Context: an optimization exercise on an open-source flow, tuned for small area, a short achievable clock period and few clock cycles. The choices shown serve that exercise and are no tape-out recipe. At most, simulation tests tie the RTL to the original design; equivalence was not proved. The RTL of run 5 was laid out without a check of its function. Power figures rest on the tool's default switching activity, not on a simulated workload.

===== flow/config.mk =====
export PLATFORM = sky130hd
export DESIGN_NAME = cluster_centroid_n
export DESIGN_NICKNAME = cluster_centroid_n
export VERILOG_FILES = /design/flow/design.v
export SDC_FILE = /design/flow/constraint.sdc
export NUM_CORES = 4
export LEC_CHECK = 0
export CAP_MARGIN = 20
export CORE_MARGIN = 2
export CORE_UTILIZATION = 55
export CTS_BUF_LIST = sky130_fd_sc_hd__clkbuf_8
export SETUP_SLACK_MARGIN = 5
export SLEW_MARGIN = 20

===== flow/constraint.sdc =====
create_clock -name core_clock -period 8.0 [get_ports {clk}]
set_input_delay 1.6000 -clock core_clock [delete_from_list [all_inputs] [get_ports {clk}]]
set_output_delay 1.6000 -clock core_clock [all_outputs]
set_load 0.01 [all_outputs]

===== flow/run.sh =====
#!/bin/bash
# synth_recipe.tcl (not shown) runs the flow's synth.tcl, then flattens the netlist and writes it again
# the make line also repeats each setting of config.mk as NAME=value (left out here)
make -C /OpenROAD-flow-scripts/flow DESIGN_CONFIG=/design/flow/config.mk WORK_HOME=/design/flow/orfs CLKGATE_MAP_FILE= SYNTH_SCRIPT=/design/flow/synth_recipe.tcl finish

===== flow/design.v =====
module cluster_centroid_n #(
  parameter int IMG_WIDTH    = 640,
  parameter int IMG_HEIGHT   = 480,
  parameter int NUM_CLUSTERS = 3,
  parameter int COLOR_W      = 12,
  parameter int DIST_THRESH  = 64,
  parameter int MIN_COUNT    = 4,
  localparam int XW = $clog2(IMG_WIDTH),
  localparam int YW = $clog2(IMG_HEIGHT),
  localparam int IW = (NUM_CLUSTERS > 1) ? $clog2(NUM_CLUSTERS) : 1
) (
  input  logic                         clk,
  input  logic                         rst,
  input  logic signed [COLOR_W-1:0]    pixel_r,
  input  logic signed [COLOR_W-1:0]    pixel_g,
  input  logic signed [COLOR_W-1:0]    pixel_b,
  input  logic                         pixel_valid,
  input  logic [XW-1:0]                x,
  input  logic [YW-1:0]                y,
  input  logic                         ref_wr_en,
  input  logic [IW-1:0]                ref_wr_idx,
  input  logic signed [COLOR_W-1:0]    ref_wr_r,
  input  logic signed [COLOR_W-1:0]    ref_wr_g,
  input  logic signed [COLOR_W-1:0]    ref_wr_b,
  output logic [NUM_CLUSTERS*XW-1:0]   centroid_x,
  output logic [NUM_CLUSTERS*YW-1:0]   centroid_y,
  output logic [NUM_CLUSTERS-1:0]      found,
  output logic                         frame_done,
  output logic                         busy,
  output logic                         overrun
);
  localparam int NC    = NUM_CLUSTERS;
  localparam int DW    = COLOR_W + 1;                
  localparam int AW    = $clog2(DIST_THRESH + 1);    
  localparam int SDW   = AW + 2;                     
  localparam int CW    = $clog2(IMG_WIDTH * IMG_HEIGHT + 1);
  localparam int SUM_W = $clog2(IMG_WIDTH * IMG_WIDTH * IMG_HEIGHT);
  localparam int QW    = XW;                         
  localparam int RW    = CW;                         
  localparam int MW    = RW + QW;                    
  localparam int STW   = $clog2(QW);
  localparam int SCW   = $clog2(QW);
  localparam int SSW   = $clog2((QW - 1) * IMG_WIDTH);
  logic signed [COLOR_W-1:0] r_ref_r [NC];
  logic signed [COLOR_W-1:0] r_ref_g [NC];
  logic signed [COLOR_W-1:0] r_ref_b [NC];
  logic           r_rst;           
  logic           r1_valid, r1_eof;
  logic [XW-1:0]  r1_x;
  logic [YW-1:0]  r1_y;
  logic [NC-1:0]  r1_ok;
  logic [AW:0]    r1_u [NC][3];    
  logic [NC-1:0]  r2_m;
  logic [AW-1:0]  r2_d [NC];
  logic           r2_eof;
  logic [XW-1:0]  r2_x;
  logic [YW-1:0]  r2_y;
  logic [NC-1:0]    w_hit;
  logic [CW-1:0]    r_cnt  [NC];
  logic [MW-1:0]    r_sx   [NC];
  logic [MW-1:0]    r_sy   [NC];
  logic [SCW-1:0]   r_scnt [NC];
  logic [SSW-1:0]   r_ssx  [NC];
  logic [SSW-1:0]   r_ssy  [NC];
  logic [CW-1:0]    w_inc_cnt [NC];
  logic [SUM_W-1:0] w_add_x [NC];
  logic [SUM_W-1:0] w_add_y [NC];
  logic [SCW-1:0]   w_sinc_cnt [NC];
  logic [SSW-1:0]   w_sadd_x [NC];
  logic [SSW-1:0]   w_sadd_y [NC];
  logic             r_div, r_last;
  logic [STW-1:0]   r_step;
  logic [NC-1:0]    w_gex, w_gey;
  logic [RW-1:0]    w_rx [NC];
  logic [RW-1:0]    w_ry [NC];
  logic [NC*XW-1:0] r_centroid_x;
  logic [NC*YW-1:0] r_centroid_y;
  logic [NC-1:0]    r_found;
  logic             r_frame_done, r_busy;
  always_ff @(posedge clk) begin
    for (int k = 0; k < NC; k++) begin
      if (rst) begin
        r_ref_r[k] <= COLOR_W'(50  + 450 * k);
        r_ref_g[k] <= COLOR_W'(100 + 450 * k);
        r_ref_b[k] <= COLOR_W'(150 + 450 * k);
      end else if (ref_wr_en && ref_wr_idx == IW'(k)) begin
        r_ref_r[k] <= ref_wr_r;
        r_ref_g[k] <= ref_wr_g;
        r_ref_b[k] <= ref_wr_b;
      end
    end
  end
  localparam int HW = COLOR_W - AW + 1;             
  function automatic logic [AW+1:0] chan(input logic signed [COLOR_W-1:0] p,
                                         input logic signed [COLOR_W-1:0] q);
    logic [AW:0]   lo;
    logic [AW-1:0] l;
    logic [HW-1:0] ph, qh;
    logic          b, z0, m1, ok, neg;
    lo  = {1'b0, p[AW-1:0]} - {1'b0, q[AW-1:0]};
    l   = lo[AW-1:0];
    b   = lo[AW];
    ph  = {p[COLOR_W-1], p[COLOR_W-1:AW]};
    qh  = {q[COLOR_W-1], q[COLOR_W-1:AW]};
    z0  = b ? (ph == qh + HW'(1)) : (ph == qh);
    m1  = b ? (ph == qh) : (ph + HW'(1) == qh);
    ok  = (z0 && l <= AW'(DIST_THRESH)) || (m1 && l >= AW'(DIST_THRESH));
    neg = l > AW'(DIST_THRESH);
    chan = {ok, neg, l ^ {AW{neg}}};
  endfunction
  always_ff @(posedge clk) begin
    logic [AW+1:0] c [3];
    r_rst    <= rst;
    r1_valid <= !rst && pixel_valid;
    r1_eof   <= !rst && pixel_valid && x == XW'(IMG_WIDTH - 1) && y == YW'(IMG_HEIGHT - 1);
    r1_x     <= x;
    r1_y     <= y;
    for (int k = 0; k < NC; k++) begin
      c[0] = chan(pixel_r, r_ref_r[k]);
      c[1] = chan(pixel_g, r_ref_g[k]);
      c[2] = chan(pixel_b, r_ref_b[k]);
      r1_ok[k] <= c[0][AW+1] && c[1][AW+1] && c[2][AW+1];
      for (int j = 0; j < 3; j++) r1_u[k][j] <= c[j][AW:0];
    end
  end
  always_ff @(posedge clk) begin
    logic [SDW-1:0] d;
    r2_eof <= !rst && r1_eof;
    r2_x   <= r1_x;
    r2_y   <= r1_y;
    for (int k = 0; k < NC; k++) begin
      d = SDW'(r1_u[k][0][AW-1:0]) + SDW'(r1_u[k][1][AW-1:0]) + SDW'(r1_u[k][2][AW-1:0])
        + SDW'(r1_u[k][0][AW]) + SDW'(r1_u[k][1][AW]) + SDW'(r1_u[k][2][AW]);
      r2_m[k] <= !rst && r1_valid && r1_ok[k] && d <= SDW'(DIST_THRESH);
      r2_d[k] <= d[AW-1:0];
    end
  end
  always_comb begin
    for (int k = 0; k < NC; k++) begin
      w_hit[k] = r2_m[k];
      for (int j = 0; j < NC; j++) begin
        if (j < k && r2_m[j] && r2_d[j] <= r2_d[k]) w_hit[k] = 1'b0;
        if (j > k && r2_m[j] && r2_d[j] <  r2_d[k]) w_hit[k] = 1'b0;
      end
    end
    for (int k = 0; k < NC; k++) begin
      w_inc_cnt[k]  = r_cnt[k] + CW'(1);
      w_add_x[k]    = r_sx[k][SUM_W-1:0] + SUM_W'(r2_x);
      w_add_y[k]    = r_sy[k][SUM_W-1:0] + SUM_W'(r2_y);
      w_sinc_cnt[k] = r_scnt[k] + SCW'(1);
      w_sadd_x[k]   = r_ssx[k] + SSW'(r2_x);
      w_sadd_y[k]   = r_ssy[k] + SSW'(r2_y);
    end
  end
  always_comb begin
    logic [RW:0] tx, ty;
    for (int k = 0; k < NC; k++) begin
      tx = r_sx[k][MW-1:QW-1];
      ty = r_sy[k][MW-1:QW-1];
      w_gex[k] = tx >= {1'b0, r_cnt[k]};
      w_gey[k] = ty >= {1'b0, r_cnt[k]};
      w_rx[k]  = w_gex[k] ? RW'(tx - {1'b0, r_cnt[k]}) : tx[RW-1:0];
      w_ry[k]  = w_gey[k] ? RW'(ty - {1'b0, r_cnt[k]}) : ty[RW-1:0];
    end
  end
  always_ff @(posedge clk) begin
    for (int k = 0; k < NC; k++) begin
      if (r_rst) begin
        r_cnt[k] <= '0;
        r_sx[k]  <= '0;
        r_sy[k]  <= '0;
      end else if (r_div && r_last) begin
        r_cnt[k] <= w_hit[k] ? CW'(w_sinc_cnt[k]) : CW'(r_scnt[k]);
        r_sx[k]  <= w_hit[k] ? MW'(w_sadd_x[k])   : MW'(r_ssx[k]);
        r_sy[k]  <= w_hit[k] ? MW'(w_sadd_y[k])   : MW'(r_ssy[k]);
      end else if (r_div) begin
        r_sx[k]  <= {w_rx[k], r_sx[k][QW-2:0], w_gex[k]};
        r_sy[k]  <= {w_ry[k], r_sy[k][QW-2:0], w_gey[k]};
      end else if (w_hit[k]) begin
        r_cnt[k] <= w_inc_cnt[k];
        r_sx[k]  <= MW'(w_add_x[k]);
        r_sy[k]  <= MW'(w_add_y[k]);
      end
    end
  end
  always_ff @(posedge clk) begin
    for (int k = 0; k < NC; k++) begin
      if (!r_div) begin
        r_scnt[k] <= '0;
        r_ssx[k]  <= '0;
        r_ssy[k]  <= '0;
      end else if (w_hit[k]) begin
        r_scnt[k] <= w_sinc_cnt[k];
        r_ssx[k]  <= w_sadd_x[k];
        r_ssy[k]  <= w_sadd_y[k];
      end
    end
  end
  always_ff @(posedge clk) begin
    if (rst) begin
      r_div        <= 1'b0;
      r_last       <= 1'b0;
      r_step       <= '0;
      r_busy       <= 1'b0;
      r_frame_done <= 1'b0;
      r_found      <= '0;
      r_centroid_x <= '0;
      r_centroid_y <= '0;
    end else begin
      r_frame_done <= 1'b0;
      r_last       <= r_div && r_step == STW'(QW - 2);
      if (r2_eof) begin
        r_div  <= 1'b1;
        r_step <= '0;
        r_busy <= 1'b1;
      end else if (r_div) begin
        r_step <= r_step + STW'(1);
        if (r_last) begin
          r_div        <= 1'b0;
          r_busy       <= 1'b0;
          r_frame_done <= 1'b1;
          for (int k = 0; k < NC; k++) begin
            r_found[k] <= r_cnt[k] >= CW'(MIN_COUNT);
            if (r_cnt[k] >= CW'(MIN_COUNT)) begin
              r_centroid_x[k*XW +: XW] <= {r_sx[k][XW-2:0], w_gex[k]};
              r_centroid_y[k*YW +: YW] <= {r_sy[k][YW-2:0], w_gey[k]};
            end
          end
        end
      end
    end
  end
  assign centroid_x = r_centroid_x;
  assign centroid_y = r_centroid_y;
  assign found      = r_found;
  assign frame_done = r_frame_done;
  assign busy       = r_busy;
  assign overrun    = 1'b0;
endmodule

==> results of run 1 <==
cell type report:
cell class / count / area [um2] / area share [%]
flip-flops and latches: 638 / 12900 / 24.2
diodes: 1 / 2.50 / 0.00468
clock buffers: 141 / 1940 / 3.63
well taps: 1060 / 1330 / 2.48
clock inverters: 66 / 500 / 0.935
repair buffers: 416 / 3890 / 7.27
inverters: 370 / 1470 / 2.75
multi-input cells: 4281 / 31400 / 58.8
cell families after synthesis:
group / count (synthesis) / share of synthesized area, %
flops: 638 / 28.8
simple gates: 1798 / 19.2
buf+inv: 607 / 5.35
mux: 155 / 3.54
other cells: 1 / 0.00844
compound gates: 1426 / 20.9
fa+ha+maj: 431 / 13.1
xor+xnor: 465 / 9.17
power groups by stage:
stage	logic, mW	clock network, mW	registers (mW)
floorplan	1.93	0	3.55
global placement	2.43	0	3.64
detailed placement	2.47	0	3.64
CTS	2.67	3.34	3.57
global route	3.26	3.47	3.58
finish	2.92	3.28	3.57
critical path, cell delays in order:
cell	delay, ps
buf_8	110
inv_12	60
ha_4	130
inv_2	40
fa_2	360
a21o_1	190
a21oi_2	190
xnor2_2	90
or4b_4	520
o31ai_4	360
buf_6	210
xor2_1	150
sequential cells by signal (all words and copies together) (netlist names), 21 cells and up:
register and flops:
r_ref_r 36, r_sx 87, r_ssy 39, r_sy 87
r1_u 72, r2_d 21, r_centroid_y 27, r_centroid_x 30
r_cnt 57, r_ref_b 36, r_ssx 39, r_ref_g 36
routing by layer:
metal	vias to the layer above	wire (um)	part of all wire (%)	global-route usage (%)
met4	2	6700	4.7	14.0
met5	-	17	0.012	0
met2	1229	67800	47	56.4
li1	20200	-	-	-
met3	316	8450	5.9	4.87
met1	19600	60800	42	42.0
layout by cell type, fill, tap and decap left out, drive strengths merged, types with 177 or more instances in the layout:
cell   count
dfxtp    638
nor2     524
nand2    510
o21ai    267
xnor2    288
xor2     177
inv      402
ha       377
a21oi    447
buf      293
through the flow:
step	instances	setup WS, ps	hold slack [ps]	total power, mW
CTS	6876	4810	326	9.58
global placement	6551	3220	311	6.08
detailed placement	6551	3170	312	6.12
finish	6973	4690	324	9.77
floorplan	5521	4080	310	5.49
global route	6973	4650	338	10.3
repair_timing:
action	in CTS	in global routing
pin swaps	96	177
setup endpoints to repair	472	245
resized for setup	552	327
endpoints found under the hold margin	0	0
setup buffers	109	90
cloned	9	6
worst paths after layout:
| path | from | endpoint |
|---|---|---|
| setup / recovery | pixel_g[0] | r1_u[1][0] |
| hold / removal | r1_x[4] | r2_x[4] |
| setup reg to reg | r1_u[6][0] | r2_m[2] |
| hold reg to reg | r1_x[4] | r2_x[4] |
==> out/results.tsv, run 1 <==
metric	value	unit
power_density	183	nW/um2
pwr-share-seq	36.5	%
clock-sinks	638	
skew	42.5	ps
p_int	6.57	mW
synth_area_leaders	dfxtp_1 (29%), ha_1 (11%), xnor2_1 (5.7%)	
vias	41400	
path_max_fanout	6	
yosys_warnings	21	
hold_violations	0	
io_pins	160	
syn_nets	6049	
hold_buffers	0	
drc	0	
fin_util	66.6	%
track_usage	33.2	%
clkTransAtPathRegs	60	ps
root_buffer	clkbuf_8	
routed_via_density	5.94	
hp-class	reg2reg	
grt_start_max_net_pins	146	
insertion_delay	790	ps
ant_nets	0	
fmaxAchievable	302	MHz
core_area	80300	um2
first_pass_iters	8	
status	no timing/DRC/antenna violations	
r2r_cells	15	
swShare	32.8	%
yosysTopAreaCell	dfxtp_1	
worstSetupStartpointType	input port	
drt-initial-drc-count	2928	
r2r_setup_slack	4800	ps
gp_congestion	0.912	
cts_tree	built	
synth_top_area_share	28.8	%
finalNetCount	6348	
cts_max_level	3	
synth_edf_count	0	
rows	104	
finalSetupTns	0	ps
gr-total-overflow	0	
power.share.combinational	29.9	%
fin_area	53500	um2
hold_depth	0	
start_util	55.3	%
clock_path_buffers	3	
wire_per_inst	20.6	um
nFillCells	6902	
die-area	83000	um2
post_dp_cell_area	47200	um2
rsz0062_at_grt	true	
portBuffers	158	
antenna_found_initial	2	
worstMarginPinSlew	1150	ps
criticalPathCategory	in2reg	
synthesis.area	44400	um2
fin_crit_sh	41.3	%
cp_data_required_time	8700	ps
end_kind	flop	
drive_above_1_share	17.3	%
drv_cap	0	
async_flop_share	0	%
post-route-min-period	3310	ps
arrival	4000	ps
yosysUniqueCellTypes	100	
slew-limit-headroom	23.1	%
synth.yosys.seq_area_share	28.8	%
ys_ff_latch	638	
cts_buffers	113	
synth_most_common_cell	dfxtp_1	
routed_wl	144	mm
fp.dieW	288	um
synthFlopType	dfxtp_1	
ir_drop	0.000226	V
grt_pass1_vias	39100	
avgSynthCellArea	8.05	um2
p_clk_share	33.6	%
power.switching	3.20	mW
syn2layout_area_growth	20.4	%
grt_pass1_wl	218	mm
ys_top_cells_by_count	dfxtp_1 (638), nor2_1 (518), nand2_1 (510), a21oi_1 (447), ha_1 (377)	
synth_cells	5521	
post-dp-hpwl	97.7	mm
finalSetupViolations	0	
p_leak	22.1	nW
die_h	288	um
drv_slew	0	
Testbench counts, summed over its fixed seeds: cycles 7,798.
==> inputs of run 2 (changes only) <==
--- a/flow/config.mk
+++ b/flow/config.mk
@@ -7,7 +7,6 @@
 export LEC_CHECK = 0
 export CAP_MARGIN = 20
 export CORE_MARGIN = 2
-export CORE_UTILIZATION = 55
-export CTS_BUF_LIST = sky130_fd_sc_hd__clkbuf_8
-export SETUP_SLACK_MARGIN = 5
+export CORE_UTILIZATION = 40
+export SETUP_SLACK_MARGIN = 4
 export SLEW_MARGIN = 20
==> run 2 against run 1 <==
Compared with the run above:
- setup slack got worse by 580 ps
- non-clock buffer count fell by 192
- synthesized cell count did not move
- clock power rose by 15%
- die area rose by 37%
- via count fell by 4.0%
- fmax fell by 15%
- sequential share of layout area rose by 1.2 points
==> out/results.tsv, run 2 <==
metric	value	unit	change
wire_per_inst	19.6	um	-5.0%
rsz0062_at_grt	true		
grt_pass1_vias	37300		-4.5%
fp.dieW	337	um	+17%
fin_util	45.6	%	-21 points
gp_congestion	0.895		-1.8%
slowest_stage	dfxtp_1		
fmaxAchievable	257	MHz	-15%
dp_cells	6979		+6.5%
cp_data_required_time	8580	ps	-120 ps
path_max_fanout	8		+2
cts_buffers	76		-33%
finalNetCount	6114		-3.7%
synth_area_leaders	dfxtp_1 (29%), ha_1 (11%), xnor2_1 (5.7%)		
finalSetupViolations	0		unchanged
arrival	4470	ps	+470 ps
hold_violations	0		unchanged
synthFlopType	dfxtp_1		
track_usage	24.0	%	-9.1 points
routed_wl	140	mm	-2.8%
synth_cells	5521		unchanged
synth_edf_count	0		unchanged
syn_nets	6049		unchanged
r2r_start	r2_y[1]		
clock-sinks	638		unchanged
clock_path_buffers	3		unchanged
core_area	110000	um2	+37%
die-area	114000	um2	+37%
drive_above_1_share	5.53	%	-12 points
gr-total-overflow	0		unchanged
final_common_cell	dfxtp_1		
async_flop_share	0	%	unchanged
first_pass_iters	6		-2
hold_buffers	0		unchanged
synth_top_area_share	28.8	%	unchanged
antenna_found_initial	15		+13
yosys_warnings	21		unchanged
ant_nets	0		unchanged
drv_slew	0		unchanged
insertion_delay	660	ps	-130 ps
p_leak	20.3	nW	-8.2%
ir_drop	0.000190	V	-16%
cp_num_buf_inv	2		-2
instances_no_fill	7133		+2.3%
setup.worst_path.end	r_sy[0][26]		
r2r_setup_slack	4110	ps	-690 ps
cts_max_level	3		unchanged
root_buffer	clkbuf_16		
skew	25.2	ps	-17.3 ps
ys_top_cells_by_count	dfxtp_1 (638), nor2_1 (518), nand2_1 (510), a21oi_1 (447), ha_1 (377)		
hp-class	reg2reg		
io_pins	160		unchanged
status	no timing/DRC/antenna violations		
post-route-min-period	3890	ps	+580 ps
post-dp-hpwl	102	mm	+4.4%
ys_ff_latch	638		unchanged
synthesis.area	44400	um2	unchanged
portBuffers	158		unchanged
slew-limit-headroom	30.8	%	+7.7 points
routed_via_density	5.57		-6.2%
synth.yosys.seq_area_share	28.8	%	unchanged
criticalPathCategory	reg2reg		
die_h	337	um	+17%
avgSynthCellArea	8.05	um2	unchanged
grt_start_max_net_pins	67		-54%
fin_area	50300	um2	-5.9%
fin_crit_sh	48.6	%	+7.2 points
worstSetupStartpoint	r2_y[1]		
yosysUniqueCellTypes	100		unchanged
drc	0		unchanged
end_kind	flop		
slowest_delay	750	ps	+230 ps
power_density	195	nW/um2	+6.6%
path_cells	clkinvlp_4 -> buf_4 -> fa_1 -> nor2b_1 -> o21ai_0 -> a21boi_0 -> o31ai_1 -> a21o_1 -> nor4bb_1 -> a21oi_1 -> a211oi_1 -> a211o_1		
yosysTopAreaCell	dfxtp_1		
cts_tree	built		
rows	122		+17%
worstMarginPinSlew	1030	ps	-122 ps
finalSetupTns	0	ps	unchanged
grt_pass1_wl	215	mm	-1.4%
final_cell_mix	dfxtp_1 (635), nor2_1 (510), nand2_1 (506)		
drv_cap	0		unchanged
reg_top3	r_sx: 87 flops, r_sy: 87 flops, r1_u: 72 flops		
clkTransAtPathRegs	60	ps	about the same
synth_most_common_cell	dfxtp_1		
cp.depth	12		unchanged
r2r_cells	12		-3
post_dp_cell_area	47400	um2	+0.28%
vias	39800		-4.0%
start_util	40.2	%	-15 points
cp_top_family	compound AO/OA/AOI/OAI gates		
syn2layout_area_growth	13.3	%	
drt-initial-drc-count	2828		-3.4%
worstSetupStartpointType	flop		
reg2reg_to	r_sy[0][26]		
run 2: cells by family (layout without fill, tap and decap cells):
kind of cell	Yosys count	count (layout)	synth area share [%]
AND/OR/NAND/NOR	1798	1798	19.2
AO/OA/AOI/OAI	1426	1426	20.9
adder cells (fa/ha/maj)	431	431	13.1
flip-flops	638	638	28.8
other	1	4	0.00844
buffers and inverters	607	728	5.35
multiplexers	155	155	3.54
XOR/XNOR	465	465	9.17
run 2: timing repair:
| item | 4_1_cts | 5_1_grt |
|---|---|---|
| endpoints found under the setup margin | 4 | 43 |
| gates cloned | 0 | 0 |
| hold endpoints to repair | 0 | 0 |
| pin swaps | 0 | 4 |
| setup buffers | 0 | 16 |
| resized for setup | 6 | 28 |
run 2: worst min-delay path by stage:
stage             from      end  slack, ps  depth (start not counted)
2_1_floorplan  r1_x[0]  r2_x[0]        310                          0
3_3_place_gp   r1_y[0]  r2_y[0]        310                          0
3_5_place_dp   r1_x[0]  r2_x[0]        310                          0
4_1_cts        r1_x[7]  r2_x[7]        330                          0
5_1_grt        r1_x[7]  r2_x[7]        320                          0
6_report       r1_x[7]  r2_x[7]        320                          0
run 2: cell type report:
cell class / instances / area, um2
Fill cell: 10900 / 60000
Multi-Input combinational cell: 4276 / 29500
Sequential cell: 638 / 12800
Clock buffer: 107 / 2210
Timing Repair Buffer: 224 / 2100
Tap cell: 1488 / 1860
Inverter: 370 / 1400
Clock inverter: 27 / 455
Antenna cell: 3 / 7.51
run 2: power breakdown:
group | leakage, nW | total, mW | internal, mW | switching, mW
Clock | 1.30 | 3.76 | 2.28 | 1.48
Combinational | 13.8 | 2.48 | 1.10 | 1.38
Sequential | 5.20 | 3.57 | 3.42 | 0.152
Total | 20.3 | 9.80 | 6.80 | 3.00
run 2: through the flow:
step / power (mW) / setup WS (ps) / hold WS, ps
floorplan: 5.44 / 4020 / 310
global placement: 6.03 / 3170 / 310
detailed placement: 6.07 / 3130 / 312
CTS: 9.86 / 3970 / 325
global route: 10.4 / 3920 / 324
finish: 9.80 / 4110 / 323
run 2: routing by layer:
layer,global-route usage [%],part of all wire [%],vias to the layer above
met4,8.25,3.4,22
met3,4.85,6.6,233
met1,32.2,46,18700
met2,38.3,44,1070
li1,-,-,19700
met5,0,0.099,-
==> inputs of run 3 (changes only) <==
--- a/flow/config.mk
+++ b/flow/config.mk
@@ -8,5 +8,4 @@
 export CAP_MARGIN = 20
 export CORE_MARGIN = 2
 export CORE_UTILIZATION = 40
-export SETUP_SLACK_MARGIN = 4
 export SLEW_MARGIN = 20
==> run 3 against run 2 <==
Compared with the run above:
- synthesized area unchanged
- critical path type is now in2reg
- via count up 0.35%
- total power down 0.56%
- final area down 0.42%
- clock skew up 8.5 ps
- first-iteration DRC count up 1.2%
==> out/results.tsv, run 3 <==
metric	value	unit	change
power.share.combinational	24.7	%	-0.6 points
start_util	40.2	%	unchanged
final_common_cell	dfxtp_1		
cts_buffers	77		+1.3%
ys_ff_latch	638		unchanged
die_h	337	um	unchanged
reg_top3	r_sx: 87 flops, r_sy: 87 flops, r1_u: 72 flops		
ant_nets	0		unchanged
hold_violations	0		unchanged
synth-xor-area-share	9.17	%	unchanged
worstSetupStartpointType	input port		
p_clk_share	38.8	%	+0.5 points
yosysTopAreaCell	dfxtp_1		
async_flop_share	0	%	unchanged
routed_wl	139	mm	-0.61%
finalSetupViolations	0		unchanged
drt-initial-drc-count	2863		+1.2%
p_leak	20.2	nW	-0.59%
fmaxAchievable	238	MHz	-7.5%
synth-simple-area-share	19.2	%	unchanged
vias	39900		+0.35%
drive_above_1_share	4.81	%	-0.72 points
first_pass_iters	6		unchanged
grt_pass1_wl	216	mm	+0.48%
power_density	194	nW/um2	-0.15%
drc	0		unchanged
yosys.area_share.adder	13.1	%	unchanged
synth_mux_area_share	3.54	%	unchanged
synth_area_leaders	dfxtp_1 (29%), ha_1 (11%), xnor2_1 (5.7%)		
status	no timing/DRC/antenna violations		
gp_congestion	0.908		+1.4%
post-route-min-period	4200	ps	+314 ps
drv_slew	0		unchanged
post_cts_resized	0		-6
rsz0062_at_grt	false		
synthFlopType	dfxtp_1		
syn_nets	6049		unchanged
yosysUniqueCellTypes	100		unchanged
cts_tree	built		
final_cell_mix	dfxtp_1 (635), nor2_1 (511), nand2_1 (506)		
synth_edf_count	0		unchanged
core_area	110000	um2	unchanged
io_pins	160		unchanged
hold_buffers	0		unchanged
yosys_warnings	21		unchanged
worstMarginPinSlew	1130	ps	+98.6 ps
clock-sinks	638		unchanged
synth_cells	5521		unchanged
post-dp-hpwl	101	mm	-0.63%
synth_top_family_by_area	compound AO/OA/AOI/OAI gates		
ir_drop	0.000179	V	-6.0%
syn2layout_area_growth	12.9	%	
synth_compound_area_share	20.9	%	unchanged
finalNetCount	6096		-0.29%
end_kind	flop		
clkTransAtPathRegs	60	ps	about the same
clock_path_buffers	3		unchanged
fp.dieW	337	um	unchanged
power.switching	3.05	mW	+1.6%
slew-limit-headroom	23.7	%	-7.1 points
path_max_fanout	7		-1
routed_via_density	5.60		+0.45%
arrival	4800	ps	+330 ps
synth_most_common_cell	dfxtp_1		
die-area	114000	um2	unchanged
wire_per_inst	19.5	um	-0.52%
synthesis.area	44400	um2	unchanged
root_buffer	clkbuf_16		
fin_crit_sh	52.5	%	+3.9 points
skew	33.6	ps	+8.46 ps
swShare	31.3	%	+0.66 points
grt_start_max_net_pins	115		+72%
post-cts-setup-buffers	0		unchanged
finalSetupTns	0	ps	unchanged
avgSynthCellArea	8.05	um2	unchanged
drv_cap	0		unchanged
rows	122		unchanged
insertion_delay	680	ps	+20 ps
pwr-share-seq	36.6	%	+0.2 points
ys_top_cells_by_count	dfxtp_1 (638), nor2_1 (518), nand2_1 (510), a21oi_1 (447), ha_1 (377)		
gr-total-overflow	0		unchanged
hp-class	reg2reg		
power.total	9.75	mW	-0.56%
track_usage	24.0	%	-0.035 points
portBuffers	158		unchanged
cp_data_required_time	8600	ps	+20 ps
p_int	6.70	mW	-1.5%
antenna_found_initial	21		+6
criticalPathCategory	in2reg		
synth.yosys.seq_area_share	28.8	%	unchanged
synth_top_area_share	28.8	%	unchanged
cts_max_level	3		unchanged
grt_pass1_vias	37700		+0.95%
run 3: changes by cell type in the layout (fill, tap and decap cells not counted), moves of 4 or more:
cell       previous run  this run
o21ai_1               7        11
buf_4                64        45
clkinv_16             0         6
a21oi_2               5         0
inv_1               365       369
clkinv_2              9        15
a21oi_1             442       447
clkbuf_8             15        10
run 3: worst max-delay path: stages:
cell	delay, ps
clkdlybuf4s50_1	500
inv_1	180
ha_1	180
inv_1	50
fa_1	390
a21o_1	190
a21oi_1	220
xnor2_1	130
nor2_1	100
nand4b_1	160
o21ai_1	600
a22oi_1	250
a211oi_1	240
run 3: final timing paths:
path                            startpoint            to  slack (ps)  depth (start not counted)
worst max register to register  r2_d[2][4]  r_cnt[2][17]        3890                         12
worst max-delay path            pixel_r[0]      r1_ok[0]        3800                         13
worst min register to register     r1_x[2]       r2_x[2]         320                          0
worst min-delay path               r1_x[2]       r2_x[2]         320                          0
run 3: cells by family after synthesis:
| family | Yosys count |
|---|---|
| compound gates | 1426 |
| xor+xnor | 465 |
| fa+ha+maj | 431 |
| buf+inv | 607 |
| flops | 638 |
| mux | 155 |
| other cells | 1 |
| simple gates | 1798 |
run 3: stage by stage:
stage	std cells	area, um2	util (%)	setup WS, ps	hold WS [ps]
global placement	6977	47400	42.9	3100	310
CTS	7120	50100	45.4	3780	326
detailed placement	6977	47400	42.9	3050	312
global route	7123	50100	45.4	3560	330
floorplan	5521	44400	-	3950	310
finish	7126	50100	45.4	3800	324
run 3: power by group through the flow:
stage | registers (mW) | logic (mW) | clock network, mW
6_report | 3.57 | 2.40 | 3.78
3_3_place_gp | 3.64 | 2.36 | 0
3_5_place_dp | 3.64 | 2.39 | 0
2_1_floorplan | 3.55 | 1.89 | 0
5_1_grt | 3.58 | 2.76 | 3.97
4_1_cts | 3.57 | 2.42 | 3.85
run 3: cell type report:
| class | instances | area, um2 |
|---|---|---|
| clock inverters | 39 | 608 |
| inverters | 370 | 1390 |
| well taps | 1488 | 1860 |
| flip-flops and latches | 638 | 12800 |
| multi-input cells | 4276 | 29400 |
| diodes | 6 | 15.0 |
| repair buffers | 205 | 1960 |
| fillers | 10900 | 60200 |
| clock buffers | 104 | 2130 |
run 3: layer usage:
layer | share of wire [%] | vias up | track usage (%)
li1 | - | 19700 | -
met4 | 2.7 | 28 | 6.89
met2 | 45 | 1094 | 39.2
met1 | 46 | 18800 | 32.2
met3 | 6.6 | 214 | 4.33
met5 | 0.13 | - | 0
==> inputs of run 4 (changes only) <==
--- a/flow/config.mk
+++ b/flow/config.mk
@@ -8,4 +8,5 @@
 export CAP_MARGIN = 20
 export CORE_MARGIN = 2
 export CORE_UTILIZATION = 40
+export SETUP_SLACK_MARGIN = 5
 export SLEW_MARGIN = 20
==> run 4 against run 3 <==
Compared with the run above:
- setup slack improved by 850 ps
- final area grew 9.5%
- worst hold slack got worse by 2.1 ps
- combinational power increased by 24%
- largest cell class unchanged
- highest routed layer unchanged
==> out/results.tsv, run 4 <==
metric	value	unit	change
status	no timing/DRC/antenna violations		
drv_slew	0		unchanged
cp_data_required_time	8520	ps	-80 ps
core_area	110000	um2	unchanged
worstSetupStartpoint	pixel_g[0]		
slowest_stage	fa_2		
top_usage_layer	met2		
rsz0062_at_grt	true		
io_pins	160		unchanged
r2r_start	r1_u[6][0]		
post-dp-hpwl	101	mm	about the same
clock-sinks	638		unchanged
die_h	337	um	unchanged
synth_most_common_cell	dfxtp_1		
routed_wl	148	mm	+6.9%
fp.dieW	337	um	unchanged
ant_nets	0		unchanged
ys_ff_latch	638		unchanged
post-route-min-period	3350	ps	-851 ps
syn2layout_area_growth	23.5	%	
p_leak	22.6	nW	+12%
skew	22.8	ps	-10.8 ps
p_clk_share	36.4	%	-2.4 points
rows	122		unchanged
ys_top_cells_by_count	dfxtp_1 (638), nor2_1 (518), nand2_1 (510), a21oi_1 (447), ha_1 (377)		
worstSetupStartpointType	input port		
async_flop_share	0	%	unchanged
synth_cells	5521		unchanged
hold_violations	0		unchanged
gp_congestion	0.906		-0.20%
reg_top3	r_sx: 87 flops, r_sy: 87 flops, r1_u: 72 flops		
fin_crit_sh	41.9	%	-11 points
slowest_delay	360	ps	-240 ps
yosysTopAreaCell	dfxtp_1		
first_pass_iters	7		+1
path_max_fanout	6		-1
grt_pass1_vias	38800		+3.1%
cts_tree	built		
grt_use_met3	3.76	%	-0.57 points
cts_buffers	79		+2.6%
syn_nets	6049		unchanged
cts_max_level	3		unchanged
synth_edf_count	0		unchanged
power_density	187	nW/um2	-3.7%
slew-limit-headroom	35.8	%	+12 points
vias	41400		+3.9%
track_usage	24.9	%	+0.89 points
nFillCells	10500		-3.7%
hold_ws	322	ps	-2.11 ps
p_int	7.06	mW	+5.4%
finalSetupTns	0	ps	unchanged
insertion_delay	640	ps	-40 ps
portBuffers	158		unchanged
finalSetupViolations	0		unchanged
final_cell_mix	dfxtp_1 (569), nand2_1 (497), nor2_1 (495)		
routed_via_density	5.63		+0.52%
swShare	31.3	%	+0.043 points
wire_per_inst	20.2	um	+3.5%
antenna_found_initial	5		-76%
drc	0		unchanged
fmaxAchievable	299	MHz	+25%
clkTransAtPathRegs	60	ps	about the same
criticalPathCategory	in2reg		
yosysUniqueCellTypes	100		unchanged
synth_area_leaders	dfxtp_1 (29%), ha_1 (11%), xnor2_1 (5.7%)		
power.share.combinational	28.9	%	+4.2 points
met1_usage	33.0	%	+0.85 points
power.switching	3.22	mW	+5.6%
final_common_cell	dfxtp_1		
drv_cap	0		unchanged
finalNetCount	6337		+4.0%
synthesis.area	44400	um2	unchanged
die-area	114000	um2	unchanged
synth_top_area_share	28.8	%	unchanged
grt_pass1_wl	223	mm	+3.4%
drive_above_1_share	16.8	%	+12 points
drt-initial-drc-count	3208		+12%
cp_common_cell	a21oi_2		
synthFlopType	dfxtp_1		
end_kind	flop		
worstMarginPinSlew	963	ps	-166 ps
root_buffer	clkbuf_16		
yosys_warnings	21		unchanged
path_cells	buf_8 -> inv_12 -> buf_4 -> ha_4 -> inv_2 -> fa_2 -> a21o_1 -> a21oi_2 -> o21ai_2 -> a21oi_2 -> xnor2_4 -> buf_6 -> o21ai_4 -> a22oi_2 -> nor3_2		
min-delay-start	r1_y[0]		
pwr-share-seq	34.7	%	-1.9 points
hp-class	reg2reg		
multi_input_area	31700	um2	+8.0%
arrival	3870	ps	-930 ps
clock_path_buffers	3		unchanged
gr-total-overflow	0		unchanged
seq_area	12900	um2	+1.0%
start_util	40.2	%	unchanged
avgSynthCellArea	8.05	um2	unchanged
grtUsageMet2	40.7	%	+1.5 points
synth.yosys.seq_area_share	28.8	%	unchanged
grt_start_max_net_pins	109		-5.2%
ir_drop	0.000181	V	+1.3%
[run 4: worst max-delay path: cells and delay by family]
kind / cells / cell delay (ps)
compound gates: 6 / 1070
fa+ha+maj: 2 / 490
buf+inv: 5 / 450
xor+xnor: 1 / 180
simple gates: 1 / 60
[run 4: path summary, 6_finish.rpt]
check                   to  slack, ps  cells past startpoint
setup / recovery  r1_ok[1]       4650                     15
hold / removal     r2_y[0]        320                      0
setup reg to reg   r2_m[2]       4800                     12
hold reg to reg    r2_y[0]        320                      0
[run 4: metrics by stage]
stage | worst slack, ps | utilization (%) | instance area, um2 | power [mW] | cells
3_3_place_gp | 3160 | 43.3 | 47800 | 6.07 | 6979
6_report | 4650 | 49.7 | 54900 | 10.3 | 7363
4_1_cts | 4730 | 47.6 | 52500 | 10.1 | 7246
2_1_floorplan | 4080 | - | 44800 | 5.49 | 5521
5_1_grt | 4520 | 49.7 | 54900 | 10.8 | 7362
3_5_place_dp | 3100 | 43.3 | 47800 | 6.12 | 6979
[run 4: cell families after synthesis]
group,after synthesis,synth area share (%)
other,1,0.00844
buffers and inverters,607,5.35
adder cells (fa/ha/maj),431,13.1
multiplexers,155,3.54
XOR/XNOR,465,9.17
AO/OA/AOI/OAI,1426,20.9
AND/OR/NAND/NOR,1798,19.2
flip-flops,638,28.8
[run 4: cell type report]
cell class	count	share of cell area (%)
Timing Repair Buffer	442	7.65
Clock buffer	114	4.33
Tap cell	1488	3.39
Multi-Input combinational cell	4278	57.8
Sequential cell	638	23.5
Clock inverter	31	0.586
Antenna cell	2	0.00912
Inverter	370	2.67
[run 4: what timing repair did]
action                     in CTS  in global routing
cloned                          6                  7
pin swaps                      92                171
gates resized for setup       397                376
hold buffers                    0                  0
setup endpoints to repair     458                295
setup buffers                 116                108
hold endpoints to repair        0                  0
[run 4: per-layer routing]
layer	share of wire [%]	vias to the layer above
li1	-	20200
met1	44	19700
met2	46	1286
met3	6.3	264
met4	3.8	6
met5	0.023	-
[run 4: power by group through the flow]
stage                     logic (mW)  clock network (mW)  registers [mW]
after floorplan                 1.93                   0            3.55
after global placement          2.42                   0            3.65
after detailed placement        2.47                   0            3.64
after CTS                       2.75                3.81            3.57
after global routing            3.32                3.94            3.58
final                           2.98                3.74            3.57
==> inputs of run 5 (changes only) <==
--- a/flow/design.v
+++ b/flow/design.v
@@ -48,10 +48,9 @@
   logic           r1_valid, r1_eof;
   logic [XW-1:0]  r1_x;
   logic [YW-1:0]  r1_y;
-  logic [NC-1:0]  r1_ok;
-  logic [AW:0]    r1_u [NC][3];    
-  logic [NC-1:0]  r2_m;
-  logic [AW-1:0]  r2_d [NC];
+  logic [AW+1:0]  r1_c [NC][3];    
+  logic [NC-1:0]  r2_ok;
+  logic [SDW-1:0] r2_d [NC];
   logic           r2_eof;
   logic [XW-1:0]  r2_x;
   logic [YW-1:0]  r2_y;
@@ -94,53 +93,54 @@
   function automatic logic [AW+1:0] chan(input logic signed [COLOR_W-1:0] p,
                                          input logic signed [COLOR_W-1:0] q);
     logic [AW:0]   lo;
-    logic [AW-1:0] l;
     logic [HW-1:0] ph, qh;
-    logic          b, z0, m1, ok, neg;
+    logic          b, z0, m1;
     lo  = {1'b0, p[AW-1:0]} - {1'b0, q[AW-1:0]};
-    l   = lo[AW-1:0];
     b   = lo[AW];
     ph  = {p[COLOR_W-1], p[COLOR_W-1:AW]};
     qh  = {q[COLOR_W-1], q[COLOR_W-1:AW]};
     z0  = b ? (ph == qh + HW'(1)) : (ph == qh);
     m1  = b ? (ph == qh) : (ph + HW'(1) == qh);
-    ok  = (z0 && l <= AW'(DIST_THRESH)) || (m1 && l >= AW'(DIST_THRESH));
-    neg = l > AW'(DIST_THRESH);
-    chan = {ok, neg, l ^ {AW{neg}}};
+    chan = {z0, m1, lo[AW-1:0]};
   endfunction
   always_ff @(posedge clk) begin
-    logic [AW+1:0] c [3];
     r_rst    <= rst;
     r1_valid <= !rst && pixel_valid;
     r1_eof   <= !rst && pixel_valid && x == XW'(IMG_WIDTH - 1) && y == YW'(IMG_HEIGHT - 1);
     r1_x     <= x;
     r1_y     <= y;
     for (int k = 0; k < NC; k++) begin
-      c[0] = chan(pixel_r, r_ref_r[k]);
-      c[1] = chan(pixel_g, r_ref_g[k]);
-      c[2] = chan(pixel_b, r_ref_b[k]);
-      r1_ok[k] <= c[0][AW+1] && c[1][AW+1] && c[2][AW+1];
-      for (int j = 0; j < 3; j++) r1_u[k][j] <= c[j][AW:0];
-    end
-  end
-  always_ff @(posedge clk) begin
-    logic [SDW-1:0] d;
+      r1_c[k][0] <= chan(pixel_r, r_ref_r[k]);
+      r1_c[k][1] <= chan(pixel_g, r_ref_g[k]);
+      r1_c[k][2] <= chan(pixel_b, r_ref_b[k]);
+    end
+  end
+  always_ff @(posedge clk) begin
+    logic [AW-1:0] u [3];
+    logic [2:0]    neg, ok;
     r2_eof <= !rst && r1_eof;
     r2_x   <= r1_x;
     r2_y   <= r1_y;
     for (int k = 0; k < NC; k++) begin
-      d = SDW'(r1_u[k][0][AW-1:0]) + SDW'(r1_u[k][1][AW-1:0]) + SDW'(r1_u[k][2][AW-1:0])
-        + SDW'(r1_u[k][0][AW]) + SDW'(r1_u[k][1][AW]) + SDW'(r1_u[k][2][AW]);
-      r2_m[k] <= !rst && r1_valid && r1_ok[k] && d <= SDW'(DIST_THRESH);
-      r2_d[k] <= d[AW-1:0];
+      for (int j = 0; j < 3; j++) begin
+        neg[j] = r1_c[k][j][AW-1:0] > AW'(DIST_THRESH);
+        ok[j]  = (r1_c[k][j][AW+1] && !neg[j])
+              || (r1_c[k][j][AW] && r1_c[k][j][AW-1:0] >= AW'(DIST_THRESH));
+        u[j]   = r1_c[k][j][AW-1:0] ^ {AW{neg[j]}};
+      end
+      r2_ok[k] <= !rst && r1_valid && (&ok);
+      r2_d[k]  <= SDW'(u[0]) + SDW'(u[1]) + SDW'(u[2]) + SDW'(neg[0]) + SDW'(neg[1]) + SDW'(neg[2]);
     end
   end
   always_comb begin
-    for (int k = 0; k < NC; k++) begin
-      w_hit[k] = r2_m[k];
+    logic [NC-1:0] m;
+    for (int k = 0; k < NC; k++)
+      m[k] = r2_ok[k] && r2_d[k] <= SDW'(DIST_THRESH);
+    for (int k = 0; k < NC; k++) begin
+      w_hit[k] = m[k];
       for (int j = 0; j < NC; j++) begin
-        if (j < k && r2_m[j] && r2_d[j] <= r2_d[k]) w_hit[k] = 1'b0;
-        if (j > k && r2_m[j] && r2_d[j] <  r2_d[k]) w_hit[k] = 1'b0;
+        if (j < k && m[j] && r2_d[j][AW-1:0] <= r2_d[k][AW-1:0]) w_hit[k] = 1'b0;
+        if (j > k && m[j] && r2_d[j][AW-1:0] <  r2_d[k][AW-1:0]) w_hit[k] = 1'b0;
       end
     end
     for (int k = 0; k < NC; k++) begin
==> run 5 against run 4 <==
Compared with the run above:
- sequential power increased by 2%
- combinational power increased by 17%
- total power increased by 7.1%
- critical path type is now reg2reg
- largest power group unchanged
==> out/results.tsv, run 5 <==
metric	value	unit	change
cp_common_cell	buf_4		
vias	41000		-1.2%
finalSetupViolations	0		unchanged
grt_pass1_wl	218	mm	-2.3%
status	no timing/DRC/antenna violations		
synth_area_leaders	dfxtp_1 (30%), ha_1 (11%), a21oi_1 (5.6%)		
top_usage_layer	met2		
finalNetCount	6213		-2.0%
root_buffer	clkbuf_16		
cp_data_required_time	8550	ps	+30 ps
slowest_delay	490	ps	+130 ps
post-route-min-period	3680	ps	+327 ps
worstSetupStartpointType	flop		
hold_violations	0		unchanged
antenna_found_initial	8		+3
fin_area	54500	um2	-0.60%
grt_start_max_net_pins	95		-13%
p_clk_share	35.2	%	-1.2 points
fp.dieW	334	um	-0.93%
post_dp_cell_area	46800	um2	-2.1%
power.share.combinational	31.8	%	+2.9 points
end_kind	flop		
arrival	4230	ps	+360 ps
portBuffers	158		unchanged
ant_nets	0		unchanged
cts_buffers	80		+1.3%
rows	121		-0.82%
met1_usage	34.7	%	+1.6 points
fin_crit_sh	45.9	%	+4.1 points
post-dp-hpwl	96.6	mm	-4.8%
ys_ff_latch	650		+1.9%
start_util	40.2	%	about the same
nFillCells	10200		-2.1%
swShare	31.6	%	+0.24 points
yosys_warnings	21		unchanged
worstMarginPinSlew	1190	ps	+223 ps
routed_wl	146	mm	-1.5%
grt_pass1_vias	37800		-2.7%
ir_drop	0.000211	V	+17%
syn_nets	5906		-2.4%
insertion_delay	670	ps	+30 ps
grt_use_met3	3.25	%	-0.51 points
slew-limit-headroom	20.9	%	-15 points
path_max_fanout	3		-3
drv_slew	0		unchanged
finalSetupTns	0	ps	unchanged
fin_util	50.3	%	+0.60 points
cp_num_buf_inv	12		+7
yosysUniqueCellTypes	98		-2.0%
gp_congestion	0.895		-1.2%
hold_buffers	0		unchanged
first_pass_iters	6		-1
p_leak	22.3	nW	-1.5%
clock-sinks	650		+1.9%
rsz0062_at_grt	true		
cts_max_level	3		unchanged
synth_edf_count	0		unchanged
criticalPathCategory	reg2reg		
drc	0		unchanged
drt-initial-drc-count	3260		+1.6%
synthesis.area	43600	um2	-1.9%
gr-total-overflow	0		unchanged
skew	26.1	ps	+3.28 ps
synth_top_area_share	29.9	%	+1.1 points
power_density	202	nW/um2	+7.8%
core_area	108000	um2	-1.8%
clkTransAtPathRegs	60	ps	about the same
reg_top3	r_sx: 87 flops, r_sy: 87 flops, r1_c: 81 flops		
io_pins	160		unchanged
die_h	334	um	-0.93%
final_common_cell	dfxtp_1		
pwr-share-seq	33.0	%	-1.7 points
die-area	112000	um2	-1.9%
cts_tree	built		
synth_most_common_cell	dfxtp_1		
syn2layout_area_growth	25.1	%	
slowest_stage	fa_1		
fmaxAchievable	272	MHz	-8.9%
cp_top_family	buffers and inverters		
track_usage	24.6	%	-0.30 points
async_flop_share	0	%	unchanged
r2r_setup_slack	4320	ps	-480 ps
synth.yosys.seq_area_share	29.9	%	+1.1 points
grtUsageMet2	39.1	%	-1.7 points
synthFlopType	dfxtp_1		
clock_path_buffers	3		unchanged
p_int	7.54	mW	+6.8%
yosysTopAreaCell	dfxtp_1		
hp-class	reg2reg		
power.switching	3.48	mW	+8.0%
drv_cap	0		unchanged
wire_per_inst	20.4	um	+1.2%
avgSynthCellArea	8.10	um2	+0.71%
path_cells	nor4_1 -> and3_1 -> inv_2 -> buf_4 -> buf_4 -> buf_4 -> buf_4 -> buf_4 -> buf_4 -> buf_4 -> buf_4 -> buf_4 -> buf_4 -> fa_1 -> inv_1 -> ha_4 -> ha_4 -> nor2b_1 -> o21ai_1 -> nand2b_1		
routed_via_density	5.71		+1.5%
ys_top_cells_by_count	dfxtp_1 (650), nor2_1 (543), nand2_1 (502), a21oi_1 (488), ha_1 (379)		
drive_above_1_share	17.2	%	+0.41 points
final_cell_mix	dfxtp_1 (563), nor2_1 (510), nand2_1 (485)		
synth_cells	5379		-2.6%
==> run 5: cell count changes after synthesis, moves of 21 or more <==
| cell | before | now |
|---|---|---|
| xnor2_1 | 288 | 262 |
| nand4_1 | 64 | 85 |
| nor2_1 | 518 | 543 |
| nor3_1 | 132 | 111 |
| inv_1 | 370 | 254 |
| a21oi_1 | 447 | 488 |
==> run 5: worst paths after layout <==
| path | start | depth (start not counted) | to |
|---|---|---|---|
| min | r1_y[0] | 0 | r2_y[0] |
| min reg2reg | r1_y[0] | 0 | r2_y[0] |
| max reg2reg | r1_c[4][3] | 20 | r2_d[1][8] |
| max | r1_c[4][3] | 20 | r2_d[1][8] |
==> run 5: cells by family (layout without fill, tap and decap cells) <==
family | Yosys count | after routing | synth area share, %
simple gates | 1803 | 1804 | 19.6
compound gates | 1396 | 1398 | 20.2
flops | 650 | 650 | 29.9
buf+inv | 486 | 855 | 4.29
xor+xnor | 448 | 448 | 9.00
fa+ha+maj | 430 | 430 | 13.2
mux | 165 | 165 | 3.88
other cells | 1 | 3 | 0.00860
==> run 5: timing repair <==
| action | CTS | global route |
|---|---|---|
| setup endpoints to repair | 371 | 217 |
| gates resized for setup | 396 | 347 |
| pin swaps | 114 | 149 |
| setup buffers | 122 | 96 |
| gates cloned | 12 | 12 |
==> run 5: final cells by class <==
cell class,count,area (um2),share of cell area (%)
Multi-Input combinational cell,4246,31400,57.5
Tap cell,1414,1770,3.24
Inverter,259,997,1.83
Clock buffer,113,2350,4.31
Timing Repair Buffer,449,4450,8.15
Sequential cell,650,13200,24.1
Clock inverter,34,429,0.787
Antenna cell,2,5.00,0.00918
==> run 5: per-stage QoR <==
step	power, mW	setup slack [ps]	instances	hold WS, ps
2_1_floorplan	5.37	4420	5379	310
3_3_place_gp	5.92	4080	6776	313
3_5_place_dp	5.96	4030	6776	312
4_1_cts	10.6	4460	7057	312
5_1_grt	11.5	4190	7166	326
6_report	11.0	4320	7167	312
==> run 5: power by group through the flow <==
stage / clock [mW] / combinational [mW] / sequential [mW]
finish: 3.88 / 3.50 / 3.63
global route: 4.07 / 3.83 / 3.65
CTS: 3.93 / 3.02 / 3.62
detailed placement: 0 / 2.30 / 3.66
global placement: 0 / 2.27 / 3.65
floorplan: 0 / 1.79 / 3.59
==> run 5: metal layers <==
metal  vias to the layer above  part of all wire [%]  wire (um)
met1                     19700                    46      66900
met3                       225                   6.8       9980
li1                      19800                     -          -
met5                         -                 0.028         41
met2                      1240                    45      65500
met4                         6                   2.6       3860
==> inputs of run 6 (changes only) <==
--- a/flow/design.v
+++ b/flow/design.v
@@ -48,7 +48,7 @@
   logic           r1_valid, r1_eof;
   logic [XW-1:0]  r1_x;
   logic [YW-1:0]  r1_y;
-  logic [AW+1:0]  r1_c [NC][3];    
+  logic [AW+2:0]  r1_c [NC][3];    
   logic [NC-1:0]  r2_ok;
   logic [SDW-1:0] r2_d [NC];
   logic           r2_eof;
@@ -90,7 +90,7 @@
     end
   end
   localparam int HW = COLOR_W - AW + 1;             
-  function automatic logic [AW+1:0] chan(input logic signed [COLOR_W-1:0] p,
+  function automatic logic [AW+2:0] chan(input logic signed [COLOR_W-1:0] p,
                                          input logic signed [COLOR_W-1:0] q);
     logic [AW:0]   lo;
     logic [HW-1:0] ph, qh;
@@ -101,7 +101,7 @@
     qh  = {q[COLOR_W-1], q[COLOR_W-1:AW]};
     z0  = b ? (ph == qh + HW'(1)) : (ph == qh);
     m1  = b ? (ph == qh) : (ph + HW'(1) == qh);
-    chan = {z0, m1, lo[AW-1:0]};
+    chan = {z0, m1, lo[AW-1:0] > AW'(DIST_THRESH), lo[AW-1:0]};
   endfunction
   always_ff @(posedge clk) begin
     r_rst    <= rst;
@@ -123,9 +123,8 @@
     r2_y   <= r1_y;
     for (int k = 0; k < NC; k++) begin
       for (int j = 0; j < 3; j++) begin
-        neg[j] = r1_c[k][j][AW-1:0] > AW'(DIST_THRESH);
-        ok[j]  = (r1_c[k][j][AW+1] && !neg[j])
-              || (r1_c[k][j][AW] && r1_c[k][j][AW-1:0] >= AW'(DIST_THRESH));
+        neg[j] = r1_c[k][j][AW];
+        ok[j]  = (r1_c[k][j][AW+2] && !neg[j]) || (r1_c[k][j][AW+1] && r1_c[k][j][AW-1]);
         u[j]   = r1_c[k][j][AW-1:0] ^ {AW{neg[j]}};
       end
       r2_ok[k] <= !rst && r1_valid && (&ok);
--- a/flow/config.mk
+++ b/flow/config.mk
@@ -7,6 +7,7 @@
 export LEC_CHECK = 0
 export CAP_MARGIN = 20
 export CORE_MARGIN = 2
-export CORE_UTILIZATION = 40
+export CORE_UTILIZATION = 55
+export CTS_BUF_LIST = sky130_fd_sc_hd__clkbuf_8
 export SETUP_SLACK_MARGIN = 5
 export SLEW_MARGIN = 20
==> run 6 against run 5 <==
Compared with the run above:
- die area down 27%
- fmax increased by 19%
- core utilization grew 16 points
- clock power is 9.0% lower
- global-route usage is 7.9 points higher
- critical path depth shrank 7
- total power shrank 9.0%
==> out/results.tsv, run 6 <==
metric	value	unit	change
status	no timing/DRC/antenna violations		
rsz0062_at_grt	true		
path_cells	inv_2 -> ha_4 -> fa_2 -> and2b_2 -> o31ai_4 -> a2111oi_4 -> o21ai_2 -> a31oi_4 -> a211o_4 -> buf_12 -> mux2_4 -> a21oi_2 -> a211oi_2		
yosysTopAreaCell	dfxtp_1		
fp.dieW	286	um	-14%
drive_above_1_share	15.2	%	-2.0 points
instances_no_fill	6645		-7.3%
clkTransAtPathRegs	70	ps	about the same
synth_most_common_cell	dfxtp_1		
arrival	3700	ps	-530 ps
cp_num_buf_inv	2		-10
slew-limit-headroom	29.0	%	+8.0 points
grt_pass1_wl	211	mm	-3.1%
regMostFlops	r1_c		
synth_top_area_share	30.2	%	+0.36 points
drt-initial-drc-count	3234		-0.80%
final_cell_mix	dfxtp_1 (572), nor2_1 (491), nand2_1 (440)		
fmaxAchievable	325	MHz	+19%
synthesis.area	43700	um2	+0.16%
largest_reg_flops	90		
die_h	286	um	-14%
cp_top_family	compound AO/OA/AOI/OAI gates		
core_area	78700	um2	-27%
reg_top3	r1_c: 90 flops, r_sx: 87 flops, r_sy: 87 flops		
clock_path_buffers	3		unchanged
cts_max_level	3		unchanged
synth_cells	5245		-2.5%
p_leak	21.7	nW	-2.6%
syn2layout_area_growth	19.9	%	
dp_cells	6276		-7.4%
drc	0		unchanged
ir_drop	0.000192	V	-9.2%
skew	37.8	ps	+11.7 ps
drv_cap	0		unchanged
slowest_delay	440	ps	-50 ps
die-area	81600	um2	-27%
root_buffer	clkbuf_8		
portBuffers	158		unchanged
layout_setup_ws	4920	ps	+595 ps
hold_violations	0		unchanged
io_pins	160		unchanged
cts_tree	built		
worstMarginPinSlew	1070	ps	-120 ps
synth_edf_count	0		unchanged
track_usage	32.5	%	+7.9 points
r2r_setup_slack	4920	ps	+590 ps
cts_buffers	117		+46%
synthFlopType	dfxtp_1		
gp_congestion	0.927		+3.5%
slowest_stage	a211o_4		
finalSetupViolations	0		unchanged
criticalPathCategory	reg2reg		
fin_area	52300	um2	-4.1%
finalNetCount	6013		-3.2%
syn_nets	5770		-2.3%
wire_per_inst	21.0	um	+2.6%
yosys_warnings	21		unchanged
post-dp-hpwl	95.4	mm	-1.2%
ys_ff_latch	659		+1.4%
post_dp_cell_area	46300	um2	-0.98%
start_util	55.4	%	+15 points
ys_top_cells_by_count	dfxtp_1 (659), nor2_1 (519), nand2_1 (447), a21oi_1 (411), ha_1 (377)		
antenna_found_initial	7		-1
first_pass_iters	6		unchanged
clock-sinks	659		+1.4%
rows	103		-15%
grt_start_max_net_pins	106		+12%
gr-total-overflow	0		unchanged
insertion_delay	770	ps	+100 ps
hold_buffers	0		unchanged
async_flop_share	0	%	unchanged
drv_slew	0		unchanged
routed_via_density	6.00		+5.0%
final_common_cell	dfxtp_1		
routed_wl	139	mm	-4.8%
vias	39900		-2.6%
worstSetupStartpointType	flop		
cp_data_required_time	8620	ps	+70 ps
synth_area_leaders	dfxtp_1 (30%), ha_1 (11%), xnor2_1 (5.8%)		
finalSetupTns	0	ps	unchanged
fin_crit_sh	38.5	%	-7.4 points
power_density	191	nW/um2	-5.2%
post-route-min-period	3080	ps	-595 ps
hp-class	reg2reg		
synth.yosys.seq_area_share	30.2	%	+0.36 points
ant_nets	0		unchanged
avgSynthCellArea	8.32	um2	+2.7%
end_kind	flop		
path_max_fanout	6		+3
grt_pass1_vias	37100		-1.8%
post-place-ws	4030	ps	-1.20 ps
yosysUniqueCellTypes	97		-1.0%
==> run 6: power breakdown <==
group / total [mW] / leakage (nW) / switching (mW) / internal, mW
clock network: 3.53 / 1.49 / 1.55 / 1.97
registers: 3.70 / 5.41 / 0.187 / 3.51
logic: 2.79 / 14.8 / 1.49 / 1.31
total: 10.0 / 21.7 / 3.23 / 6.79
==> run 6: through the flow <==
stage	power [mW]	util (%)	hold WS, ps
final	10.0	66.5	320
after global routing	10.6	66.4	330
after CTS	9.85	64.2	323
after detailed placement	6.27	58.8	312
after global placement	6.24	58.8	311
after floorplan	5.62	-	310
==> run 6: timing repair <==
action / in CTS / in global routing
pin swaps: 51 / 111
gates resized for setup: 456 / 272
setup buffers: 51 / 77
endpoints found under the setup margin: 358 / 206
gates cloned: 9 / 6
==> run 6: area by class of cell <==
cell class | count | area (um2)
well taps | 1050 | 1310
flip-flops and latches | 659 | 13400
multi-input cells | 4102 | 30300
clock inverters | 71 | 614
inverters | 254 | 981
fillers | 6733 | 26400
repair buffers | 354 | 3700
diodes | 7 | 17.5
clock buffers | 148 | 2040
==> run 6: kinds of logic (layout without fill, tap and decap cells) <==
group,after synthesis,after routing,synth area share [%]
adders and majority gates,428,428,13.1
AOI/OAI and AO/OA,1334,1334,19.9
other,1,8,0.00859
xor gates and xnor gates,508,508,10.2
buffers and inverters,484,827,4.41
muxes,194,194,4.49
and+or+nand+nor,1637,1637,17.6
DFF,659,659,30.2
==> run 6: path summary, 6_finish.rpt <==
path | from | to | cells after the start
worst max-delay path | r_sx[2][9] | r_sx[2][18] | 13
worst max register to register | r_sx[2][9] | r_sx[2][18] | 13
worst min-delay path | r1_x[4] | r2_x[4] | 0
worst min register to register | r1_x[4] | r2_x[4] | 0
==> run 6: routing by layer <==
layer | GRT usage [%] | vias to the layer above | share of wire (%)
li1 | - | 19300 | -
met1 | 46.9 | 19100 | 47
met2 | 50.4 | 1337 | 44
met3 | 3.92 | 230 | 6.4
met4 | 10.5 | 0 | 3.0
met5 | 0 | - | 0
Testbench counts of run 6, summed over its fixed seeds: cycles 7,798.
==> inputs of run 7 (changes only) <==
--- a/flow/config.mk
+++ b/flow/config.mk
@@ -9,5 +9,7 @@
 export CORE_MARGIN = 2
 export CORE_UTILIZATION = 55
 export CTS_BUF_LIST = sky130_fd_sc_hd__clkbuf_8
+export CTS_CLUSTER_DIAMETER = 50
+export CTS_CLUSTER_SIZE = 14
 export SETUP_SLACK_MARGIN = 5
 export SLEW_MARGIN = 20
==> run 7 against run 6 <==
Compared with the run above:
- still clean on timing, DRC and antenna
- global-route usage fell by 0.27 points
- synthesized area did not move
- clock skew fell by 1.9 ps
- sequential share of layout area rose by 0.30 points
- setup slack got worse by 0.82 ps
- critical path type unchanged
==> out/results.tsv, run 7 <==
metric	value	unit	change
clock-sinks	659		unchanged
routed_wl	138	mm	-0.89%
pwr-share-seq	39.1	%	+2.2 points
skew	36.0	ps	-1.85 ps
worstSetupStartpointType	flop		
synth_most_common_cell	dfxtp_1		
finalNetCount	5982		-0.52%
track_usage	32.2	%	-0.27 points
synthesis.area	43700	um2	unchanged
worstMarginPinSlew	1050	ps	-16.1 ps
r2r_cells	14		+1
drv_cap	0		unchanged
syn2layout_area_growth	18.5	%	
p_int	6.22	mW	-8.5%
setup.worst_path.end	r_sy[0][12]		
fin_crit_sh	38.5	%	about the same
regMostFlops	r1_c		
grt_start_max_net_pins	106		unchanged
arrival	3670	ps	-30 ps
synth_area_leaders	dfxtp_1 (30%), ha_1 (11%), xnor2_1 (5.8%)		
portBuffers	158		unchanged
fp.dieW	286	um	unchanged
fmaxAchievable	325	MHz	about the same
insertion_delay	740	ps	-30 ps
drv_slew	0		unchanged
worstSetupStartpoint	r_cnt[0][4]		
swShare	34.2	%	+1.9 points
cts_buffers	88		-25%
synth_edf_count	0		unchanged
antenna_found_initial	7		unchanged
io_pins	160		unchanged
layout_setup_ws	4920	ps	-0.820 ps
reg2reg_to	r_sy[0][12]		
end_kind	flop		
drc	0		unchanged
slowest_delay	410	ps	-30 ps
rsz0062_at_grt	true		
cp_common_cell	buf_12		
largest_reg_flops	90		unchanged
yosysUniqueCellTypes	97		unchanged
cp_data_required_time	8580	ps	-40 ps
hold_depth	0		unchanged
post-place-ws	4030	ps	unchanged
clock_path_buffers	3		unchanged
wire_per_inst	20.9	um	about the same
ir_drop	0.000190	V	-0.93%
die_h	286	um	unchanged
hold_buffers	0		unchanged
criticalPathCategory	reg2reg		
slew-limit-headroom	30.0	%	+1.1 points
first_pass_iters	5		-1
gp_congestion	0.927		unchanged
synth_cells	5245		unchanged
slowest_stage	a221o_1		
yosysTopAreaCell	dfxtp_1		
vias	39400		-1.2%
yosys_warnings	21		unchanged
core_area	78700	um2	unchanged
grt_pass1_wl	210	mm	-0.76%
gr-total-overflow	0		unchanged
status	no timing/DRC/antenna violations		
finalSetupTns	0	ps	unchanged
async_flop_share	0	%	unchanged
synth.yosys.seq_area_share	30.2	%	unchanged
post-route-min-period	3080	ps	+0.820 ps
r2r_start	r_cnt[0][4]		
p_clk_share	31.5	%	-3.7 points
hp-class	reg2reg		
path_max_fanout	8		+2
cts_tree	built		
synthFlopType	dfxtp_1		
finalSetupViolations	0		unchanged
die-area	81600	um2	unchanged
power.switching	3.22	mW	-0.10%
avgSynthCellArea	8.32	um2	unchanged
routed_via_density	5.98		-0.35%
ys_ff_latch	659		unchanged
root_buffer	clkbuf_8		
min-delay-start	r1_y[0]		
power.share.combinational	29.4	%	+1.5 points
dp_cells	6276		unchanged
rows	103		unchanged
r2r_setup_slack	4920	ps	about the same
drive_above_1_share	14.4	%	-0.77 points
path_cells	inv_1 -> ha_1 -> o21a_1 -> o31ai_4 -> a21oi_4 -> a221o_1 -> a221oi_4 -> a21o_1 -> buf_12 -> buf_12 -> buf_4 -> mux2i_1 -> o22a_1 -> o21ai_1		
synth_top_area_share	30.2	%	unchanged
start_util	55.4	%	unchanged
hold_violations	0		unchanged
power_density	182	nW/um2	-4.7%
post-dp-hpwl	95.4	mm	unchanged
syn_nets	5770		unchanged
final_common_cell	dfxtp_1		
fin_util	65.7	%	-0.74 points
reg_top3	r1_c: 90 flops, r_sx: 87 flops, r_sy: 87 flops		
final_cell_mix	dfxtp_1 (572), nor2_1 (498), nand2_1 (438)		
p_leak	21.2	nW	-2.3%
power.total	9.44	mW	-5.8%
instances_no_fill	6587		-0.87%
grt_pass1_vias	36700		-1.1%
ys_top_cells_by_count	dfxtp_1 (659), nor2_1 (519), nand2_1 (447), a21oi_1 (411), ha_1 (377)		
cts_max_level	3		unchanged
drt-initial-drc-count	2989		-7.6%
clkTransAtPathRegs	90	ps	+20 ps
ant_nets	0		unchanged
==> run 7: cell types whose count changed in the layout (fill, tap and decap cells not counted), moves of 11 or more <==
cell	before	now
inv_1	269	243
buf_2	28	6
inv_6	2	17
clkbuf_8	148	91
clkdlybuf4s15_1	12	23
dlygate4sd2_1	5	16
==> run 7: through the flow <==
step / instance area, um2 / hold WS, ps
5_1_grt: 51700 / 333
3_5_place_dp: 46300 / 312
6_report: 51700 / 323
2_1_floorplan: 43900 / 310
4_1_cts: 50000 / 328
3_3_place_gp: 46300 / 311
==> run 7: final cells by class <==
class	count	area [um2]
multi-input combinational	4103	30400
fill	6790	27000
sequential	659	13400
timing repair buffer	351	3690
tap	1050	1310
clock buffer	91	1250
inverter	254	978
clock inverter	73	763
antenna	6	15.0
==> run 7: repair_timing <==
item,in CTS,in global routing
pin swaps,45,111
endpoints found under the hold margin,0,0
setup endpoints to repair,361,209
cloned,9,7
resized for setup,403,263
buffers inserted,54,71
==> run 7: cell families after synthesis <==
| logic type | Yosys count | synth area share (%) |
|---|---|---|
| buffers and inverters | 484 | 4.41 |
| adders and majority gates | 428 | 13.1 |
| DFF | 659 | 30.2 |
| AOI/OAI and AO/OA | 1334 | 19.9 |
| muxes | 194 | 4.49 |
| other | 1 | 0.00859 |
| xor gates and xnor gates | 508 | 10.2 |
| and+or+nand+nor | 1637 | 17.6 |
==> run 7: metal layers <==
metal | GRT usage (%) | wire (um) | up-vias
li1 | - | - | 19200
met1 | 46.8 | 65100 | 18800
met2 | 50.1 | 60500 | 1194
met3 | 4.05 | 8400 | 210
met4 | 9.36 | 3990 | 2
met5 | 0 | 13 | -
==> run 7: worst min-delay path by stage <==
stage          endpoint  slack, ps
4_1_cts         r2_x[5]        330
3_3_place_gp    r2_y[7]        310
3_5_place_dp    r2_x[2]        310
5_1_grt         r2_x[4]        330
6_report        r2_y[0]        320
2_1_floorplan   r2_x[0]        310
==> run 7: critical path, delay by kind of cell, from the launching register on <==
family	cells	cell delay [ps]
fa+ha+maj	1	370
compound gates	8	1580
flops	1	360
buf+inv	4	440
mux	1	190
==> run 7: power by group through the flow <==
stage                     clock network [mW]  registers, mW  logic, mW
after floorplan                            0           3.66       1.96
after global placement                     0           3.75       2.49
after detailed placement                   0           3.75       2.52
after CTS                               3.02           3.68       2.62
after global routing                    3.15           3.71       3.13
final                                   2.97           3.69       2.78

==> separate check: timing with driven ports <==
How much do the figures lean on ideal ports? The routed layouts below were timed once more, with nothing changed but the port constraints. Step 1 sets driving cells, clkbuf_16 on the clock port and buf_2 on the other inputs (assumed; they add their load-dependent delay and slew). Step 2 adds t to the input delays and takes it off the output delays; t is the mean of the earliest and latest rising clock arrival at the registers after step 1. Input paths then give back, and output paths get back, about the clock's delay inside the block. Slacks: no drivers / after step 1 / after step 2; pairs: no drivers / after step 1.
run | t, ns | slack for setup (ns) | hold slack, ns | worst data-port slew with drivers (ns) | cell pins on the clock port's net
run 1 | 0.833 | 4.694 / 4.720 / 3.887 | 0.324 / 0.324 / 0.324 | 0.06 | 1
run 2 | 0.715 | 4.114 / 4.114 / 3.438 | 0.323 / 0.323 / 0.323 | 0.15 | 1
run 3 | 0.741 | 3.801 / 3.850 / 3.109 | 0.324 / 0.324 / 0.324 | 0.14 | 1
run 4 | 0.706 | 4.652 / 4.686 / 3.980 | 0.322 / 0.322 / 0.322 | 0.09 | 1
run 5 | 0.737 | 4.324 / 4.324 / 4.324 | 0.312 / 0.312 / 0.312 | 0.13 | 1
run 6 | 0.830 | 4.919 / 4.919 / 4.292 | 0.320 / 0.320 / 0.320 | 0.10 | 1
run 7 | 0.794 | 4.918 / 4.918 / 4.281 | 0.323 / 0.323 / 0.323 | 0.10 | 1
After both steps every run listed still meets setup and hold. For run 1, which loses most, drivers alone change the setup slack by +0.026 ns; drivers and shift together by -0.807 ns.
